Source: an optimization exercise on an open RTL-to-GDS flow (aim: small area). Production flows keep margins and buffers that such runs may drop. In this exercise RTL edits were held to simulation tests only and were not proved equivalent to the original. Power and IR drop assume default switching activity.

==> flow/design.v (outline; a module is shown in full before it is edited, if it fits) <==
// module rd_aoi3: 3 lines
// module rd_nand2: 3 lines
// module rd_nand3: 3 lines
// module rd_nand4: 3 lines
// module rd_or2: 3 lines
// module rd_or3: 3 lines
// module rd_mux: 626 lines
// module wen_nor: 7 lines
// module board_top: 181 lines
module board_top (
  input  logic                   clk_125,
  input  logic                   rst_n_i,
  input  logic                   host_stb_i,
  input  logic                   host_we_i,
  input  logic [32/8-1:0]   host_sel_i,
  input  logic [31:0]            host_adr_i,
  input  logic [32-1:0]     host_dat_i,
  output logic                   host_ack_o,
  output logic                   host_err_o,
  output logic [32-1:0]     host_dat_o,
  output logic [80-1:0] zdok0_out_o,
  output logic [80-1:0] zdok0_oe_o,
  input  logic [80-1:0] zdok0_in_i,
  output logic [80-1:0] zdok1_out_o,
  output logic [80-1:0] zdok1_oe_o,
  input  logic [80-1:0] zdok1_in_i,
  output logic [8-1:0]  led_o
);
  // ...
==> flow/flow/run.sh <==
#!/bin/bash
# The standard layout, with two changes: port buffers use the smallest buffer
# cell, and clock tree synthesis uses small clkbuf_4 leaf clusters and no
# dummy loads.
set -euo pipefail
export BUFFER_PORTS_ARGS="-buffer_cell sky130_fd_sc_hd__buf_1"
export CTS_ARGS="-sink_clustering_enable -repair_clock_nets -dont_use_dummy_load -buf_list sky130_fd_sc_hd__clkbuf_4 -sink_clustering_size 10 -sink_clustering_max_diameter 40"
bash standard.sh > standard.log 2>&1
==> flow/standard.sh <==
#!/bin/bash
# synth_recipe.tcl (not shown) runs the flow's synth.tcl, then flattens the netlist and writes it again
# the make line also repeats each setting of config.mk as NAME=value (left out here)
make -C /OpenROAD-flow-scripts/flow DESIGN_CONFIG=/design/flow/config.mk WORK_HOME=/design/flow/orfs CLKGATE_MAP_FILE= SYNTH_SCRIPT=/design/flow/synth_recipe.tcl "${@:-finish}"
==> flow/config.mk <==
export PLATFORM = sky130hd
export DESIGN_NAME = board_top
export DESIGN_NICKNAME = board_top
export VERILOG_FILES = /design/flow/design.v
export SDC_FILE = /design/flow/constraint.sdc
export NUM_CORES = 4
export LEC_CHECK = 0
export CAP_MARGIN = 20
export CORE_AREA = 2.3 2.72 199.08 198.56
export DIE_AREA = 0 0 201.4 201.4
export SLEW_MARGIN = 20
export SYNTH_HIERARCHICAL = 1
==> flow/constraint.sdc <==
create_clock -name core_clock -period 8.0 [get_ports {clk_125}]
set_input_delay 1.6000 -clock core_clock [delete_from_list [all_inputs] [get_ports {clk_125}]]
set_output_delay 1.6000 -clock core_clock [all_outputs]
set_load 0.01 [all_outputs]
==> key figures, run 1 <==
Global routing
  – GRT busiest layer: met2
  – Met2 GRT Util: 55.16%
  – Global-route wire length before repair: 96.39 mm
  – M1 GR Usage: 43.31%

Synth
  – Post-synth top flop: edfxtp_1
  – Largest family of logic cells by synthesized area: compound AO/OA/AOI/OAI gates
  – Post-Syn Area per Cell: 16.72 um^2
  – Post-synth top cells: edfxtp_1, dfxtp_1, a222oi_1, nor2_1, nand2_1
  – Syn Inst Count: 1127
  – Sequential-to-total area share from yosys stat: 79.33%
  – Synth area leaders: edfxtp_1, dfxtp_1, a222oi_1, and2_1, nor2_1

Clocking
  – Post-CTS resize count: 0
  – Clk slew on worst S/H paths: 70 ps
  – CTS Hold Bufs: 0

Floorplan
  – Die Span Y: 201.4 um
  – Std-Cell Rows: 72

Power
  – Power in combinational cells: 0.352 mW
  – Net switching power: 1.259 mW
  – Sw Ratio: 24.61%
  – Total power: 5.116 mW
  – Top pwr grp: sequential cells

Finish
  – Fill count: 3284
  – Inverters: 9
  – Proportion of cell area spent on the clock network: 2.556%
  – Multi-input logic cell count: 540
  – Multi-input combinational area share: 17.47%

Critical path
  – Reg-to-reg startpoint: p1_q
  – Crit-path cells: buf_1, nor4_1, nor4bb_1, a31oi_2, nor2_1
  – Critical Setup Path Class: primary input to flip-flop
  – Worst setup path endpoint: out1_q[49]
  – Critical path's top delay family: simple AND/OR/NAND/NOR gates

Routing
  – WL met3: 7.653 mm
  – Pre-antenna DRT Iters: 9
  – Routed WL: 69.31 mm
  – Via-to-Cell Ratio: 6.070

STA
  – Post-route setup slack: 3420 ps
  – Setup-failing EPs final: 0
  – Clock Skew: 86.71 ps
  – Final Hold Viols: 0
  – Final Max Slew Viols: 0

Place
  – Placed cell count: 2248
  – DP Area: 21950 um^2

Min path
  – Min-Delay Endpoint: pre_q[0]

Run status
  – Status: complete, no violations
==> module board_top, before the edit <==
module board_top (
  input  logic                   clk_125,
  input  logic                   rst_n_i,
  input  logic                   host_stb_i,
  input  logic                   host_we_i,
  input  logic [32/8-1:0]   host_sel_i,
  input  logic [31:0]            host_adr_i,
  input  logic [32-1:0]     host_dat_i,
  output logic                   host_ack_o,
  output logic                   host_err_o,
  output logic [32-1:0]     host_dat_o,
  output logic [80-1:0] zdok0_out_o,
  output logic [80-1:0] zdok0_oe_o,
  input  logic [80-1:0] zdok0_in_i,
  output logic [80-1:0] zdok1_out_o,
  output logic [80-1:0] zdok1_oe_o,
  input  logic [80-1:0] zdok1_in_i,
  output logic [8-1:0]  led_o
);
  localparam int DW    = 32;
  localparam int GW    = 80;
  localparam int TMO_W = $clog2(64);
  localparam int PRE_W = 2 + (1 << 3) - 1;
  logic [15:0] page;
  logic [13:0] idx;
  logic        pg_sys, pg_z0, pg_z1, mapped;
  logic        gp_ok;
  logic [1:0]  kind, word;
  assign page   = host_adr_i[31:16];
  assign idx    = host_adr_i[15:2];
  assign pg_sys = page == 16'h0000;
  assign pg_z0  = page == 16'h0001;
  assign pg_z1  = page == 16'h0002;
  assign mapped = pg_sys | pg_z0 | pg_z1;
  assign gp_ok  = idx[13:4] == '0;
  assign kind   = idx[3:2];
  assign word   = idx[1:0];
  logic p1_q, ack_q, idle;
  logic [TMO_W-1:0] tmo_q;
  logic err_q;
  logic hole;
  assign idle = !p1_q && !ack_q;
  assign hole = host_stb_i && idle && !mapped;
  always_ff @(posedge clk_125) begin
    if (!rst_n_i) begin
      p1_q  <= 1'b0;
      ack_q <= 1'b0;
      tmo_q <= '0;
      err_q <= 1'b0;
    end else begin
      p1_q  <= host_stb_i && idle && mapped;
      ack_q <= p1_q;
      err_q <= hole && (tmo_q == TMO_W'(64 - 1));
      tmo_q <= hole ? tmo_q + 1'b1 : '0;
    end
  end
  assign host_ack_o = ack_q;
  assign host_err_o = err_q;
  logic [DW-1:0]      scratch_q;
  logic [3-1:0] rate_q;
  logic [GW-1:0]      out0_q, oe0_q, out1_q, oe1_q;
  logic [GW-1:0]      in0_q, in1_q;
  logic           wr;
  logic [DW-1:0]  wdat;
  logic [3:0]     scr_en;
  logic           rate_en;
  logic [GW-1:0]  out0_en, oe0_en, out1_en, oe1_en;
  logic          rst;
  logic [1:0]    a_out, a_oe;
  logic [9:0]    b_lane;
  logic          a_scr, a_rate;
  assign rst     = !rst_n_i;
  assign wr      = p1_q && host_we_i;
  assign wdat    = host_dat_i & {DW{rst_n_i}};
  assign a_out   = {wr && pg_z1 && gp_ok && kind == 2'd0, wr && pg_z0 && gp_ok && kind == 2'd0} | {2{rst}};
  assign a_oe    = {wr && pg_z1 && gp_ok && kind == 2'd1, wr && pg_z0 && gp_ok && kind == 2'd1} | {2{rst}};
  assign a_scr   = (wr && pg_sys && idx == 14'd1) || rst;
  assign a_rate  = (wr && pg_sys && idx == 14'd2 && host_sel_i[0]) || rst;
  always_comb begin
    for (int g = 0; g < 10; g++) b_lane[g] = (word == 2'(g / 4) && host_sel_i[g % 4]) || rst;
  end
  assign scr_en  = {4{a_scr}} & (host_sel_i | {4{rst}});
  assign rate_en = a_rate;
  logic [9:0] en_out0, en_oe0, en_out1, en_oe1;
  for (genvar g = 0; g < 10; g++) begin : g_wen
    wen_nor u_out0 (.an(!a_out[0]), .bn(!b_lane[g]), .y(en_out0[g]));
    wen_nor u_oe0  (.an(!a_oe[0]),  .bn(!b_lane[g]), .y(en_oe0[g]));
    wen_nor u_out1 (.an(!a_out[1]), .bn(!b_lane[g]), .y(en_out1[g]));
    wen_nor u_oe1  (.an(!a_oe[1]),  .bn(!b_lane[g]), .y(en_oe1[g]));
  end
  always_comb begin
    for (int p = 0; p < GW; p++) begin
      out0_en[p] = en_out0[p/8];
      oe0_en[p]  = en_oe0[p/8];
      out1_en[p] = en_out1[p/8];
      oe1_en[p]  = en_oe1[p/8];
    end
  end
  always_ff @(posedge clk_125) begin
    for (int b = 0; b < 4; b++)
      if (scr_en[b]) scratch_q[b*8 +: 8] <= wdat[b*8 +: 8];
    if (rate_en) rate_q <= wdat[3-1:0];
    for (int p = 0; p < GW; p++) begin
      if (out0_en[p]) out0_q[p] <= wdat[p%32];
      if (oe0_en[p])  oe0_q[p]  <= wdat[p%32];
      if (out1_en[p]) out1_q[p] <= wdat[p%32];
      if (oe1_en[p])  oe1_q[p]  <= wdat[p%32];
    end
  end
  always_ff @(posedge clk_125) begin
    in0_q <= zdok0_in_i;
    in1_q <= zdok1_in_i;
  end
  assign zdok0_out_o = out0_q;
  assign zdok0_oe_o  = oe0_q;
  assign zdok1_out_o = out1_q;
  assign zdok1_oe_o  = oe1_q;
  logic [DW-1:0]   rd_d, rd_q;
  logic [17:0]     g_sel;
  logic            s_id, s_scr, s_rate;
  logic       rz0, rz1, rsys;
  logic [2:0] w_hit;
  assign rz0  = pg_z0 && !p1_q;
  assign rz1  = pg_z1 && !p1_q;
  assign rsys = pg_sys && !p1_q;
  always_comb begin
    for (int w = 0; w < 3; w++) w_hit[w] = gp_ok && word == 2'(w);
    for (int k = 0; k < 6; k++)
      for (int w = 0; w < 3; w++)
        g_sel[k*3+w] = (k < 3 ? rz0 : rz1) && kind == 2'(k % 3) && w_hit[w];
  end
  assign s_id   = rsys && idx == 14'd0;
  assign s_scr  = rsys && idx == 14'd1;
  assign s_rate = rsys && idx == 14'd2;
  rd_mux u_rd_mux (
    .hold_i   (p1_q),
    .rd_i     (rd_q),
    .g_sel_i  (g_sel),
    .s_id_n_i (!s_id),
    .s_scr_i  (s_scr),
    .s_rate_i (s_rate),
    .out0_i   (out0_q),
    .oe0_i    (oe0_q),
    .in0_i    (in0_q),
    .out1_i   (out1_q),
    .oe1_i    (oe1_q),
    .in1_i    (in1_q),
    .scr_i    (scratch_q),
    .rate_i   (rate_q),
    .rd_o     (rd_d)
  );
  always_ff @(posedge clk_125) begin
    rd_q <= rd_d;
  end
  assign host_dat_o = rd_q;
  logic [PRE_W-1:0] pre_q;
  logic [PRE_W:0]   cy;
  logic             step;
  logic             dn;
  logic [3:0]       pos_q;
  logic [8-1:0] led_q;
  always_comb begin
    cy[0] = 1'b1;
    for (int k = 0; k < PRE_W; k++) cy[k+1] = cy[k] & pre_q[k];
  end
  assign step = cy[2 + rate_q];
  assign dn   = pos_q[3] ? (pos_q[2:0] != 3'd0) : (pos_q[2:0] == 3'd7);
  always_ff @(posedge clk_125) begin
    if (!rst_n_i) begin
      pre_q <= '0;
      pos_q <= '0;
    end else begin
      pre_q <= pre_q ^ cy[PRE_W-1:0];
      if (step) pos_q <= {dn, dn ? pos_q[2:0] - 3'd1 : pos_q[2:0] + 3'd1};
    end
  end
  always_comb begin
    for (int i = 0; i < 8; i++) led_q[i] = pos_q[2:0] == 3'(i);
  end
  assign led_o = led_q;
endmodule
==> run 2, diff against run 1 <==
--- a/flow/design.v
+++ b/flow/design.v
@@ -713,6 +713,8 @@
   logic [TMO_W-1:0] tmo_q;
   logic err_q;
   logic hole;
+  logic tmo_fb;
+  assign tmo_fb = tmo_q[5] ^ tmo_q[4] ^ (tmo_q[4:0] == 5'd0);
   assign idle = !p1_q && !ack_q;
   assign hole = host_stb_i && idle && !mapped;
   always_ff @(posedge clk_125) begin
@@ -724,8 +726,8 @@
     end else begin
       p1_q  <= host_stb_i && idle && mapped;
       ack_q <= p1_q;
-      err_q <= hole && (tmo_q == TMO_W'(64 - 1));
-      tmo_q <= hole ? tmo_q + 1'b1 : '0;
+      err_q <= hole && (tmo_q == 6'b100000);
+      tmo_q <= hole ? {tmo_q[4:0], tmo_fb} : '0;
     end
   end
   assign host_ack_o = ack_q;
==> key figures, run 2 <==
Global routing
  – Initial antenna violation count: 9
  – GRT Total Usage: 33.73%
  – Global-route wire length before repair: 97.28 mm (+0.93%)
  – Via count of the first global-routing pass: 13992
  – Grt total ovfl: 0
  – Largest net degree at the start of global routing: 60

STA
  – Relative slew margins: 21.63%
  – Final Hold Viols: 0 (unchanged)
  – F_max: 236.4 MHz
  – Clock Skew: 65.45 ps (-21.25 ps)
  – Worst-Margin Slew: 1171 ps
  – Final Max Slew Viols: 0 (unchanged)
  – Fin crit share: 52.87%
  – Min Clock Period, post-route: 4230 ps
  – Setup-failing EPs final: 0 (unchanged)
  – Setup TNS: 0 ps
  – RSZ-0062 raised after global routing: false

Routing
  – Final ANT Viol Nets: 0
  – Via-to-Cell Ratio: 6.074 (about the same)
  – WL/cell: 29.96 um
  – Initial drt markers: 1974
  – Vias: 14188
  – DRC viols: 0
  – Pre-antenna DRT Iters: 10 (+1)
  – Routed WL: 69.98 mm (+0.98%)

Floorplan
  – Core Area: 38470 um^2
  – Initial Util: 48.98%
  – Die ar.: 40560 um^2
  – Std-Cell Rows: 72 (unchanged)
  – Boundary Pins: 594
  – Die Span Y: 201.4 um (unchanged)
  – Die width: 201.4 um

Clocking
  – Max Root-Sink Buffers: 3
  – H-tree Lvls: 3
  – Clk slew on worst S/H paths: 90 ps (+20 ps)
  – CTS Buf Count: 76
  – Root Driver: clkbuf_4
  – Post-CTS resize count: 0 (unchanged)
  – Setup Buffers After CTS: 0
  – Clk sink count: 569
  – CTS tree: done
  – CTS Hold Bufs: 0 (unchanged)
  – Later-pin clock latency in the skew report: 790 ps

Flow run
  – Max-Cap Viols: 0

Critical path
  – Critical path's top delay family: simple AND/OR/NAND/NOR gates
  – CP max-delay cell: nor3_2
  – Crit end category: flip-flop
  – Critical Setup Path Class: primary input to flip-flop
  – Beginning of the critical path: host_adr_i[19]
  – Crit Path Max Fanout: 24
  – Crit path DAT: 4940 ps
  – CP max stage delay: 770 ps
  – WP buf/inv: 2
  – Crit-path cells: buf_1, or4_4, nor4_4, nand3b_1, nor3_2, buf_4, a222oi_1, nand4_1, or2_1
  – Reg-to-reg startpoint: pre_q[0]
  – CP startpoint kind: primary input
  – Worst EP required: 8710 ps

Synth
  – Most frequent cell after synthesis: edfxtp_1
  – Net count after synthesis: 1367
  – Synth area leaders: edfxtp_1, dfxtp_1, a222oi_1, and2_1, nand2_1
  – Synth warn: 7
  – Area share of the largest cell type after synthesis: 56.58%
  – Synth cell types: 43
  – Number of synthesized register bits: 569
  – Ys async rst share: 0%
  – Post-synth top cells: edfxtp_1, dfxtp_1, a222oi_1, nand2_1, nor2_1
  – Post-synth top flop: edfxtp_1
  – Synthesized area: 18840 um^2
  – EDFF count, synth: 355
  – Syn Inst Count: 1119 (-0.71%)
  – Sequential-to-total area share from yosys stat: 79.31% (about the same)
  – Synth area leader: edfxtp_1
  – Post-Syn Area per Cell: 16.84 um^2 (+0.73%)

Finish
  – Area growth syn-to-layout: 20.09%
  – Most common cell after layout, fill and taps aside: buf_1
  – Most frequent cells in the layout: buf_1, edfxtp_1, dfxtp_1
  – Fin cells: 2336
  – Share of cells above drive strength 1: 8.071%
  – Nets@finish: 2059

Place
  – RD Place Congestion: 0.8863
  – Dpl hpwl: 48.85 mm
  – Placed cell count: 2249 (+0.044%)
  – IO buf count: 591

Run status
  – Status: complete, no violations

Power
  – Peak VDD IR: 0.1787 mV
  – LEAKAGE: 7.657 nW
  – Power per Cell Area: 226.2 nW/um^2

Min path
  – Hold_sp: pre_q[0]
  – Min-delay worst type: flip-flop to flip-flop
## run 2: cell types whose count changed after synthesis, moves of 3 or more
cell      previous run  this run
and2_1              44        51
nor3b_1              0         3
o21a_1               0         4
a21boi_0             0        11
nor2_1              69        56
a21oi_1             13         2
## run 2: per-layer routing
layer,track usage (%),vias up,wire [um]
li1,-,5995,-
met1,41.87,7014,25360
met2,56.92,1045,34420
met3,9.232,130,8017
met4,11.97,4,2172
met5,0,-,19
## run 2: worst register-to-register path, cell delays in order (launching register included)
cell	delay, ps
dfxtp_1	330
ha_1	200
ha_1	210
ha_1	200
ha_1	220
ha_1	210
ha_1	200
ha_1	200
ha_1	170
mux4_2	460
mux2i_1	550
o21ai_0	190
a21boi_0	180
## run 2: logic make-up after synthesis
family                     share of synthesized area [%]
adders and majority gates                          1.062
xor gates and xnor gates                         0.09298
muxes                                             0.3453
AOI/OAI and AO/OA                                  9.602
DFF                                                79.31
and+or+nand+nor                                    9.264
buffers and inverters                             0.3188
## run 2: power breakdown
part | internal, mW | switching (mW)
combinational | 0.0896 | 0.264
sequential | 3.33 | 0.105
clock | 0.438 | 0.896
total | 3.85 | 1.26
## run 2: worst paths after layout
check | endpoint | slack, ps | cells past startpoint
min reg2reg | pre_q[0] | 430 | 1
max | rd_q[8] | 3770 | 9
min | pre_q[0] | 430 | 1
max reg2reg | pos_q[2] | 4590 | 12
## run 2: per-module statistics from Yosys (local to each module, per instance), a selection
module	cells inside	flip-flops and latches
rd_nand3	1	0
board_top	759	569
rd_or3	1	0
rd_nand4	1	0
rd_or2	1	0
rd_aoi3	1	0
wen_nor	1	0
rd_nand2	1	0
## run 2: layout make-up
type / count / area, um^2
antenna: 9 / 22.52
clock buffer: 76 / 570.5
fill: 3238 / 15840
inverter: 9 / 33.78
multi-input combinational: 534 / 3955
sequential: 569 / 14950
tap: 518 / 648.1
timing repair buffer: 621 / 2449
## run 2: through the flow
| stage | area [um^2] | worst slack, ps | power (mW) | utilization (%) | hold WS, ps |
|---|---|---|---|---|---|
| after global routing | 22620 | 3731 | 5.299 | 58.81 | 443.4 |
| after detailed placement | 22000 | 3044 | 3.844 | 57.19 | 414.4 |
| after CTS | 22570 | 3881 | 5.141 | 58.67 | 428.7 |
| final | 22630 | 3770 | 5.119 | 58.82 | 426.7 |
| after global placement | 22000 | 3105 | 3.838 | 57.19 | 406.6 |
| after floorplan | 18840 | 2425 | 3.596 | - | 395.9 |

==> afterwards: timing with drivers on the ports <==
Ports are ideal in the flow. The routed layouts listed here were re-timed in OpenROAD. Step 1: set_driving_cell puts a clkbuf_16 on clk_125 and a buf_2 on each other input, an assumption about the parent block. Step 2 times the ports against the registers' clock, not the clock port: input delays grow and output delays shrink by t, the midpoint of the rising clock arrivals with the driver on. Slacks: ideal / step 1 / step 2; pairs: ideal / step 1.
run	shift t [ns]	setup WS [ns]	slew at the worst register clock pin (ns)	worst data-port slew with drivers (ns)
run 1	0.828	3.420 / 3.455 / 2.627	0.11 / 0.11	0.13
run 2	0.814	3.770 / 3.806 / 2.992	0.11 / 0.11	0.13
After both steps every run listed still meets setup and hold. For run 1, which loses most, drivers alone change the setup slack by +0.035 ns; drivers and shift together by -0.793 ns.
